What follows belongs to an exercise in optimizing a design on an open flow for small area, a short achievable clock period and few clock cycles per item; a production flow would make more cautious choices.
The RTL was checked by simulation tests, not by an equivalence proof against the original design.

**flow/config.mk**
```make
export PLATFORM = sky130hd
export DESIGN_NAME = complex_arithmetic_unit
export DESIGN_NICKNAME = complex_arithmetic_unit
export VERILOG_FILES = /design/flow/design.v
export SDC_FILE = /design/flow/constraint.sdc
export NUM_CORES = 8
export LEC_CHECK = 0
export CAP_MARGIN = 20
export CORE_MARGIN = 2
export CORE_UTILIZATION = 40
export SLEW_MARGIN = 20
```
**flow/constraint.sdc**
```tcl
create_clock -name core_clock -period 10.0 [get_ports {clk}]
set_input_delay 2.0000 -clock core_clock [delete_from_list [all_inputs] [get_ports {clk}]]
set_output_delay 2.0000 -clock core_clock [all_outputs]
set_load 0.01 [all_outputs]
```
**flow/design.v**
```verilog
`default_nettype none
module complex_arithmetic_unit #(
  parameter int DATA_WIDTH = 16,
  parameter int FRAC_BITS  = 8,
  localparam int IN_DW     = ((4 * DATA_WIDTH + 7) / 8) * 8,
  localparam int OUT_DW    = ((2 * DATA_WIDTH + 7) / 8) * 8
) (
  input  wire logic              clk,
  input  wire logic              rst_n,
  input  wire logic [IN_DW-1:0]  in_tdata,
  input  wire logic [2:0]        in_tuser,
  input  wire logic              in_tvalid,
  output logic                   in_tready,
  output logic [OUT_DW-1:0]      out_tdata,
  output logic [1:0]             out_tuser,
  output logic                   out_tvalid,
  input  wire logic              out_tready
);
  localparam logic [2:0] MODE_ADD  = 3'd0;
  localparam logic [2:0] MODE_SUB  = 3'd1;
  localparam logic [2:0] MODE_MULT = 3'd2;
  localparam logic [2:0] MODE_DIV  = 3'd3;
  localparam logic [2:0] MODE_NEG  = 3'd4;
  localparam logic [2:0] MODE_MAG  = 3'd5;
  localparam logic [1:0] KIND_PASS  = 2'd0;   
  localparam logic [1:0] KIND_TRUNC = 2'd1;   
  localparam logic [1:0] KIND_DIV   = 2'd2;   
  localparam logic [1:0] KIND_SQRT  = 2'd3;   
  localparam int W   = DATA_WIDTH;
  localparam int F   = FRAC_BITS;
  localparam int PW  = 2 * W;           
  localparam int QW  = W + 1;           
  localparam int XW  = PW + F;          
  localparam int HW  = XW - QW;         
  localparam int NIT = W + 1;           
  localparam int NST = NIT + 4;         
  localparam int ST_INIT = 2;           
  localparam logic [QW-1:0] LIM  = {2'b01, {(W-1){1'b0}}};
  localparam logic [W-1:0]  MAXP = {1'b0, {(W-1){1'b1}}};
  localparam logic [W-1:0]  MINN = {1'b1, {(W-1){1'b0}}};
  logic [NST-1:0] vld_r;
  logic [NST-1:0] en;
  logic           in_accept;
  always_comb begin
    en[NST-1] = !vld_r[NST-1] || out_tready;
    for (int k = NST - 2; k >= 0; k--) begin
      en[k] = !vld_r[k] || en[k+1];
    end
  end
  assign in_tready = en[0];
  assign in_accept = in_tvalid && in_tready;
  always_ff @(posedge clk) begin
    if (!rst_n) begin
      vld_r <= '0;
    end else begin
      if (en[0]) vld_r[0] <= in_accept;
      for (int k = 1; k < NST; k++) begin
        if (en[k]) vld_r[k] <= vld_r[k-1];
      end
    end
  end
  logic signed [W-1:0] a_re, a_im, b_re, b_im;
  logic [2:0]          mode;
  assign a_re = in_tdata[W-1:0];
  assign a_im = in_tdata[2*W-1:W];
  assign b_re = in_tdata[3*W-1:2*W];
  assign b_im = in_tdata[4*W-1:3*W];
  assign mode = in_tuser;
  logic [2:0]           s1_mode_r;
  logic signed [PW-1:0] s1_p0_r, s1_p1_r, s1_p2_r, s1_p3_r, s1_p4_r, s1_p5_r;
  logic signed [PW-1:0] s1_p0_nxt, s1_p1_nxt, s1_p2_nxt, s1_p3_nxt, s1_p4_nxt, s1_p5_nxt;
  logic signed [W-1:0]  mul0_b, mul1_b;
  logic signed [W:0]    s1_lin_re_r, s1_lin_im_r, s1_lin_re_nxt, s1_lin_im_nxt;
  assign mul0_b    = (mode == MODE_MAG) ? a_re : b_re;
  assign mul1_b    = (mode == MODE_MAG) ? a_im : b_im;
  assign s1_p0_nxt = PW'(a_re) * PW'(mul0_b);
  assign s1_p1_nxt = PW'(a_im) * PW'(mul1_b);
  assign s1_p2_nxt = PW'(a_re) * PW'(b_im);
  assign s1_p3_nxt = PW'(a_im) * PW'(b_re);
  assign s1_p4_nxt = PW'(b_re) * PW'(b_re);
  assign s1_p5_nxt = PW'(b_im) * PW'(b_im);
  always_comb begin
    case (mode)
      MODE_ADD: begin
        s1_lin_re_nxt = {a_re[W-1], a_re} + {b_re[W-1], b_re};
        s1_lin_im_nxt = {a_im[W-1], a_im} + {b_im[W-1], b_im};
      end
      MODE_SUB: begin
        s1_lin_re_nxt = {a_re[W-1], a_re} - {b_re[W-1], b_re};
        s1_lin_im_nxt = {a_im[W-1], a_im} - {b_im[W-1], b_im};
      end
      MODE_NEG: begin
        s1_lin_re_nxt = '0 - {a_re[W-1], a_re};
        s1_lin_im_nxt = '0 - {a_im[W-1], a_im};
      end
      default: begin
        s1_lin_re_nxt = '0;
        s1_lin_im_nxt = '0;
      end
    endcase
  end
  always_ff @(posedge clk) begin
    if (en[0]) begin
      s1_mode_r   <= mode;
      s1_p0_r     <= s1_p0_nxt;
      s1_p1_r     <= s1_p1_nxt;
      s1_p2_r     <= s1_p2_nxt;
      s1_p3_r     <= s1_p3_nxt;
      s1_p4_r     <= s1_p4_nxt;
      s1_p5_r     <= s1_p5_nxt;
      s1_lin_re_r <= s1_lin_re_nxt;
      s1_lin_im_r <= s1_lin_im_nxt;
    end
  end
  logic [1:0]           s2_neg_r, s2_neg_nxt;
  logic [1:0][PW-1:0]   s2_mag_r, s2_mag_nxt;
  logic [1:0][1:0]      s2_kind_r, s2_kind_nxt;
  logic [PW-1:0]        s2_d_r, s2_d_nxt;
  logic                 s2_dz_r, s2_dz_nxt;
  logic signed [PW:0]   sum_re, sum_im;
  logic signed [PW:0]   p0, p1, p2, p3;
  logic [PW:0]          den;
  logic [PW:0]          abs_re, abs_im;
  logic [W:0]           lin_abs_re, lin_abs_im;
  assign p0 = (PW+1)'(s1_p0_r);
  assign p1 = (PW+1)'(s1_p1_r);
  assign p2 = (PW+1)'(s1_p2_r);
  assign p3 = (PW+1)'(s1_p3_r);
  assign sum_re = (s1_mode_r == MODE_MULT) ? p0 - p1 : p0 + p1;
  assign sum_im = (s1_mode_r == MODE_MULT) ? p2 + p3 : p3 - p2;
  assign den    = {1'b0, s1_p4_r} + {1'b0, s1_p5_r};
  assign abs_re = sum_re[PW] ? -sum_re : sum_re;
  assign abs_im = sum_im[PW] ? -sum_im : sum_im;
  assign lin_abs_re = s1_lin_re_r[W] ? -s1_lin_re_r : s1_lin_re_r;
  assign lin_abs_im = s1_lin_im_r[W] ? -s1_lin_im_r : s1_lin_im_r;
  always_comb begin
    s2_d_nxt       = den[PW-1:0];
    s2_dz_nxt      = 1'b0;
    s2_neg_nxt     = '0;
    s2_mag_nxt     = '0;
    s2_kind_nxt[0] = KIND_PASS;
    s2_kind_nxt[1] = KIND_PASS;
    case (s1_mode_r)
      MODE_ADD, MODE_SUB, MODE_NEG: begin
        s2_neg_nxt[0] = s1_lin_re_r[W];
        s2_neg_nxt[1] = s1_lin_im_r[W];
        s2_mag_nxt[0] = PW'(lin_abs_re);
        s2_mag_nxt[1] = PW'(lin_abs_im);
      end
      MODE_MULT: begin
        s2_neg_nxt[0]  = sum_re[PW];
        s2_neg_nxt[1]  = sum_im[PW];
        s2_mag_nxt[0]  = abs_re[PW-1:0];
        s2_mag_nxt[1]  = abs_im[PW-1:0];
        s2_kind_nxt[0] = KIND_TRUNC;
        s2_kind_nxt[1] = KIND_TRUNC;
      end
      MODE_DIV: begin
        if (den == '0) begin
          s2_dz_nxt = 1'b1;
        end else begin
          s2_neg_nxt[0]  = sum_re[PW];
          s2_neg_nxt[1]  = sum_im[PW];
          s2_mag_nxt[0]  = abs_re[PW-1:0];
          s2_mag_nxt[1]  = abs_im[PW-1:0];
          s2_kind_nxt[0] = KIND_DIV;
          s2_kind_nxt[1] = KIND_DIV;
        end
      end
      MODE_MAG: begin
        s2_mag_nxt[0]  = sum_re[PW-1:0];
        s2_kind_nxt[0] = KIND_SQRT;
      end
      default: begin
      end
    endcase
  end
  always_ff @(posedge clk) begin
    if (en[1]) begin
      s2_neg_r  <= s2_neg_nxt;
      s2_mag_r  <= s2_mag_nxt;
      s2_kind_r <= s2_kind_nxt;
      s2_d_r    <= s2_d_nxt;
      s2_dz_r   <= s2_dz_nxt;
    end
  end
  logic [NIT:0][1:0][PW-1:0] it_rem_r;
  logic [NIT:0][1:0][PW-1:0] it_sh_r;
  logic [NIT:0][1:0][QW-1:0] it_q_r;
  logic [NIT:0][1:0]         it_ovf_r;
  logic [NIT:0][1:0]         it_neg_r;
  logic [NIT:0][1:0][1:0]    it_kind_r;
  logic [NIT:0][PW-1:0]      it_d_r;
  logic [NIT:0]              it_dz_r;
  logic [1:0][PW-1:0] in_rem_nxt;
  logic [1:0][PW-1:0] in_sh_nxt;
  logic [1:0][QW-1:0] in_q_nxt;
  logic [1:0]         in_ovf_nxt;
  for (genvar p = 0; p < 2; p++) begin : g_init
    logic [XW-1:0] x;
    logic [HW-1:0] hi;
    logic [PW-1:0] tv;
    assign x  = XW'(s2_mag_r[p]) << F;
    assign hi = x[XW-1:QW];
    assign tv = s2_mag_r[p] >> F;
    always_comb begin
      in_rem_nxt[p] = '0;
      in_sh_nxt[p]  = '0;
      in_q_nxt[p]   = '0;
      in_ovf_nxt[p] = 1'b0;
      case (s2_kind_r[p])
        KIND_DIV: begin
          in_ovf_nxt[p] = (XW+1)'(hi) >= (XW+1)'(s2_d_r);
          in_rem_nxt[p] = PW'(hi);
          in_sh_nxt[p]  = {x[QW-1:0], {(PW-QW){1'b0}}};
        end
        KIND_SQRT: begin
          in_sh_nxt[p] = s2_mag_r[p];
        end
        KIND_TRUNC: begin
          in_ovf_nxt[p] = |tv[PW-1:QW];
          in_q_nxt[p]   = tv[QW-1:0];
        end
        default: begin
          in_ovf_nxt[p] = |s2_mag_r[p][PW-1:QW];
          in_q_nxt[p]   = s2_mag_r[p][QW-1:0];
        end
      endcase
    end
  end
  always_ff @(posedge clk) begin
    if (en[ST_INIT]) begin
      it_rem_r[0]  <= in_rem_nxt;
      it_sh_r[0]   <= in_sh_nxt;
      it_q_r[0]    <= in_q_nxt;
      it_ovf_r[0]  <= in_ovf_nxt;
      it_neg_r[0]  <= s2_neg_r;
      it_kind_r[0] <= s2_kind_r;
      it_d_r[0]    <= s2_d_r;
      it_dz_r[0]   <= s2_dz_r;
    end
  end
  for (genvar j = 0; j < NIT; j++) begin : g_iter
    for (genvar p = 0; p < 2; p++) begin : g_part
      logic [PW:0]   t1;
      logic [PW+1:0] t2;
      logic [PW+1:0] trial;
      logic          ge_div, ge_sqrt;
      logic [PW-1:0] rem_nxt;
      logic [PW-1:0] sh_nxt;
      logic [QW-1:0] q_nxt;
      logic [PW-1:0] rem, sh, d;
      logic [QW-1:0] q;
      logic [1:0]    kind;
      assign rem     = it_rem_r[j][p];
      assign sh      = it_sh_r[j][p];
      assign q       = it_q_r[j][p];
      assign kind    = it_kind_r[j][p];
      assign d       = it_d_r[j];
      assign t1      = {rem, sh[PW-1]};
      assign t2      = {rem, sh[PW-1 -: 2]};
      assign trial   = (PW+2)'({q, 2'b01});
      assign ge_div  = t1 >= {1'b0, d};
      assign ge_sqrt = t2 >= trial;
      always_comb begin
        rem_nxt = rem;
        sh_nxt  = sh;
        q_nxt   = q;
        case (kind)
          KIND_DIV: begin
            rem_nxt = ge_div ? PW'(t1 - {1'b0, d}) : t1[PW-1:0];
            q_nxt   = {q[QW-2:0], ge_div};
            sh_nxt  = {sh[PW-2:0], 1'b0};
          end
          KIND_SQRT: begin
            if (j < W) begin
              rem_nxt = ge_sqrt ? PW'(t2 - trial) : t2[PW-1:0];
              q_nxt   = {q[QW-2:0], ge_sqrt};
              sh_nxt  = {sh[PW-3:0], 2'b00};
            end
          end
          default: begin
          end
        endcase
      end
      always_ff @(posedge clk) begin
        if (en[ST_INIT+1+j]) begin
          it_rem_r[j+1][p] <= rem_nxt;
          it_sh_r[j+1][p]  <= sh_nxt;
          it_q_r[j+1][p]   <= q_nxt;
        end
      end
    end
    always_ff @(posedge clk) begin
      if (en[ST_INIT+1+j]) begin
        it_ovf_r[j+1]  <= it_ovf_r[j];
        it_neg_r[j+1]  <= it_neg_r[j];
        it_kind_r[j+1] <= it_kind_r[j];
        it_d_r[j+1]    <= it_d_r[j];
        it_dz_r[j+1]   <= it_dz_r[j];
      end
    end
  end
  logic [1:0][W-1:0] res_r, res_nxt;
  logic [1:0]        clip;
  logic              sat_r;
  logic              dz_r;
  for (genvar p = 0; p < 2; p++) begin : g_out
    logic [QW-1:0] q;
    assign q = it_q_r[NIT][p];
    always_comb begin
      if (it_neg_r[NIT][p]) begin
        clip[p]    = it_ovf_r[NIT][p] || (q > LIM);
        res_nxt[p] = clip[p] ? MINN : W'('0 - q);
      end else begin
        clip[p]    = it_ovf_r[NIT][p] || (q >= LIM);
        res_nxt[p] = clip[p] ? MAXP : q[W-1:0];
      end
    end
  end
  always_ff @(posedge clk) begin
    if (en[NST-1]) begin
      res_r <= res_nxt;
      sat_r <= |clip;
      dz_r  <= it_dz_r[NIT];
    end
  end
  assign out_tvalid = vld_r[NST-1];
  assign out_tdata  = OUT_DW'({res_r[1], res_r[0]});
  assign out_tuser  = {sat_r, dz_r};
endmodule
`default_nettype wire
```
**flow/run.sh**
```bash
#!/bin/bash
# synth_recipe.tcl (not shown) runs the flow's synth.tcl, then flattens the netlist and writes it again
# the make line also repeats each setting of config.mk as NAME=value (left out here)
make -C /OpenROAD-flow-scripts/flow DESIGN_CONFIG=/design/flow/config.mk WORK_HOME=/design/flow/orfs CLKGATE_MAP_FILE= SYNTH_SCRIPT=/design/flow/synth_recipe.tcl finish
```
==> qor.yml <==
status: "no timing/DRC/antenna violations"
cts_hold_buf: 0
async_flop_share_pct: 0
clock-sinks: 3345
worst_path_largest_cell_delay_ns: 0.54
rsz0062_at_grt: "false"
reg2reg_to: "s2_mag_r[30]"
h-tree-depth: 5
grt_pass1_wl_mm: 1610
synthesis.instances: 33800
finalSetupViolations: 0
max_freq_mhz: 114
initialDrtViolationCount: 18600
antenna_left: 0
post_cts_buffers: 0
rrSetupSlack_ns: 3.01
hold_viol: 0
final_nets: 37500
num_rows: 322
path_class: "in -> reg"
wirelength_mm: 1100
dieHeight_um: 883
vias: 248000
cap_violations: 0
firstDrtPassIters: 6
grt_pass1_vias: 247000
avgSynthCellArea_um2: 9.16
synth.distinct_cells: 99
cp.depth: 31
core-area_um2: 770000
synth_edf_count: 3324
worst_slack_ns: 1.20
crit_family: "adder cells"
startpoint: "in_tuser[1]"
portBuffers: 106
grt_antenna_before_repair: 57
worstPathRequired_ns: 10.80
tritoncts: "yes"
post-route-util_pct: 43.8
wl_per_cell_um: 25.0
ys_ff_latch: 3345
yosysSeqAreaShare_pct: 32.4
place_congestion: 1.04
critical_path_arrival_ns: 9.59
start_util_pct: 40.2
hold_class: "reg -> reg"
cts.clk_slew.worst_paths_ns: 0.07
ys.warnings.count: 1
syn-cell-area_um2: 309000
area_growth_pct: 8.96
worst_pin_slew_ns: 1.26
cts_buffers: 396
worstHoldStart: "it_ovf_r[30]"
maxSlewHeadroom_pct: 16.2
fillers: 74600
layout-drive-gt1-share_pct: 5.17
cpMostUsedCell: "fa_1"
clock_latency_ns: 1.08
cts-resized-gates: 0
drc: 0
syn_nets: 37800
via_per_inst: 5.64
die_area_um2: 780000
period_share_pct: 88.0
critPathCaptureType: "register"
root_buffer: "clkbuf_16"
ios: 107
min_period_ns: 8.80
r2r_cells: 19
cp-start-kind: "input pin"
clockBufferDepth: 4
path_buf_inv: 8
track_usage_pct: 27.5
die_w_um: 883
dp_hpwl_mm: 898
ys.flop_type: "edfxtp_1"
slew_viol_final: 0
endpoint: "s1_p0_r[30]"
fin_skew_ns: 0.0788
place_ws_ns: 0.165
crit_fanout: 12
crit_slowest_cell: "fa_1"
grt_overflow: 0
grt_max_degree: 141
reg2reg_from: "s1_p1_r[5]"
==> state kept, by name, indices dropped and copies added (netlist names), 36 cells and up <==
| signal | cells |
|---|---|
| it_q_r | 612 |
| g_iter.g_part.rem | 1070 |
| it_neg_r | 36 |
| g_iter.g_part.kind | 68 |
| g_iter.g_part.d | 544 |
| s2_mag_r | 64 |
| it_ovf_r | 36 |
| g_iter.g_part.sh | 576 |
==> synth_stat cells, types with 41 or more instances <==
library cell | n | area [um^2]
a2111oi_0 | 45 | 394
a211o_1 | 69 | 604
a211oi_1 | 394 | 2960
a21boi_0 | 115 | 863
a21o_1 | 981 | 7360
a21oi_1 | 2623 | 13100
a221o_1 | 81 | 811
a221oi_1 | 48 | 420
a31o_2 | 63 | 552
a31oi_1 | 242 | 1510
and2_1 | 505 | 3160
and3_1 | 229 | 1430
and4_1 | 51 | 447
buf_1 | 164 | 616
clkbuf_1 | 1212 | 4550
edfxtp_1 | 3324 | 99800
fa_1 | 1563 | 31300
ha_1 | 2368 | 29600
inv_1 | 3738 | 14000
mux2_2 | 195 | 2200
mux2i_1 | 870 | 8710
nand2_1 | 3142 | 11800
nand2b_1 | 456 | 2850
nand3_1 | 399 | 2000
nand3b_1 | 41 | 308
nand4_1 | 261 | 1630
nor2_1 | 2556 | 9590
nor2b_1 | 454 | 2840
nor3_1 | 558 | 2790
nor4_1 | 163 | 1020
o211ai_1 | 364 | 2730
o21a_1 | 236 | 1770
o21ai_0 | 2098 | 10500
o21bai_1 | 244 | 1830
o221ai_1 | 298 | 2610
o22ai_1 | 149 | 932
o2bb2ai_1 | 96 | 841
o311ai_0 | 69 | 604
o31a_1 | 43 | 377
o31ai_1 | 126 | 946
or2_2 | 92 | 576
or3_1 | 213 | 1330
or4_1 | 75 | 563
xnor2_1 | 1345 | 11800
xor2_1 | 829 | 7260
==> per-stage QoR <==
stage | std cells | setup TNS (ns) | hold slack (ns) | instance area (um^2)
after floorplan | 33800 | -7.30 | 0.400 | 309000
after global placement | 43300 | 0 | 0.407 | 323000
after detailed placement | 43300 | 0 | 0.405 | 323000
after CTS | 44000 | 0 | 0.395 | 337000
after global routing | 44100 | 0 | 0.392 | 337000
final | 44100 | 0 | 0.395 | 337000
==> per-layer routing <==
layer	routed length (um)	vias up	part of all wire, %	global-route usage (%)
met5	120	-	0.011	0
met4	119000	18	11	24.1
met3	49800	2502	4.5	2.98
met2	527000	7328	48	47.3
met1	405000	120000	37	30.4
li1	-	119000	-	-
==> cells in the final DEF, fill, tap and decap left out, types with 96 or more instances in the layout <==
| cell | netlist | final |
|---|---|---|
| a211oi_1 | 394 | 390 |
| a21boi_0 | 115 | 113 |
| a21o_1 | 981 | 981 |
| a21oi_1 | 2623 | 2618 |
| a31oi_1 | 242 | 238 |
| and2_1 | 505 | 503 |
| and3_1 | 229 | 227 |
| buf_4 | 6 | 580 |
| clkbuf_16 | 0 | 404 |
| edfxtp_1 | 3324 | 3324 |
| fa_1 | 1563 | 1563 |
| ha_1 | 2368 | 2368 |
| inv_1 | 3738 | 3726 |
| mux2_2 | 195 | 195 |
| mux2i_1 | 870 | 870 |
| nand2_1 | 3142 | 3134 |
| nand2b_1 | 456 | 455 |
| nand3_1 | 399 | 397 |
| nand4_1 | 261 | 261 |
| nor2_1 | 2556 | 2552 |
| nor2b_1 | 454 | 449 |
| nor3_1 | 558 | 554 |
| nor4_1 | 163 | 160 |
| o211ai_1 | 364 | 364 |
| o21a_1 | 236 | 235 |
| o21ai_0 | 2098 | 2085 |
| o21bai_1 | 244 | 242 |
| o221ai_1 | 298 | 298 |
| o22ai_1 | 149 | 149 |
| o2bb2ai_1 | 96 | 96 |
| o31ai_1 | 126 | 124 |
| or3_1 | 213 | 213 |
| xnor2_1 | 1345 | 1345 |
| xor2_1 | 829 | 828 |
==> area by class of cell <==
cell class,count,area (um^2),area share [%]
well taps,10200,12800,3.79
repair buffers,731,6190,1.84
diodes,63,158,0.0468
multi-input cells,25300,190000,56.4
clock buffers,466,10400,3.09
flip-flops and latches,3345,100000,29.8
inverters,3763,14200,4.21
clock inverters,265,2890,0.857
==> worst min-delay path by stage <==
stage	slack (ns)	to	depth (start not counted)
3_3_place_gp	0.41	it_dz_r[0]	0
3_5_place_dp	0.40	it_dz_r[3]	0
6_report	0.40	it_ovf_r[32]	0
5_1_grt	0.39	it_ovf_r[32]	0
2_1_floorplan	0.40	dz_r	0
4_1_cts	0.39	it_ovf_r[32]	0
==> kinds of logic after synthesis <==
family	after synthesis	synth area share, %
AND/OR/NAND/NOR	9308	14.0
AO/OA/AOI/OAI	8772	17.9
buffers and inverters	5159	6.28
adder cells (fa/ha/maj)	3931	19.7
flip-flops	3345	32.4
XOR/XNOR	2174	6.16
multiplexers	1065	3.53
Testbench counts, summed over its fixed seeds: cycles 32,168, items 32,000.

-- afterwards: timing with drivers on the ports --
In the flow no input, the clock included, has a driving cell. The finished layout below was timed again as built, in two steps.
Step 1: set_driving_cell puts a clkbuf_16 on clk and a buf_2 on each other input, an assumption about the parent block.
Step 2 also shifts input and output timing later by t, the mid clock arrival at the registers, as if the neighbouring blocks saw the same clock.
Three values: no drivers, after step 1, after step 2; two values: the first two.
t, ns: 1.190
setup WS [ns]: 1.203 / 1.221 / 0.140
worst setup path at the end: input to register
latest minus earliest clock arrival (ns): 0.079 / 0.080
After both steps setup and hold are still met in this run. For this run, drivers alone change the setup slack by +0.018 ns; drivers and shift together by -1.063 ns.
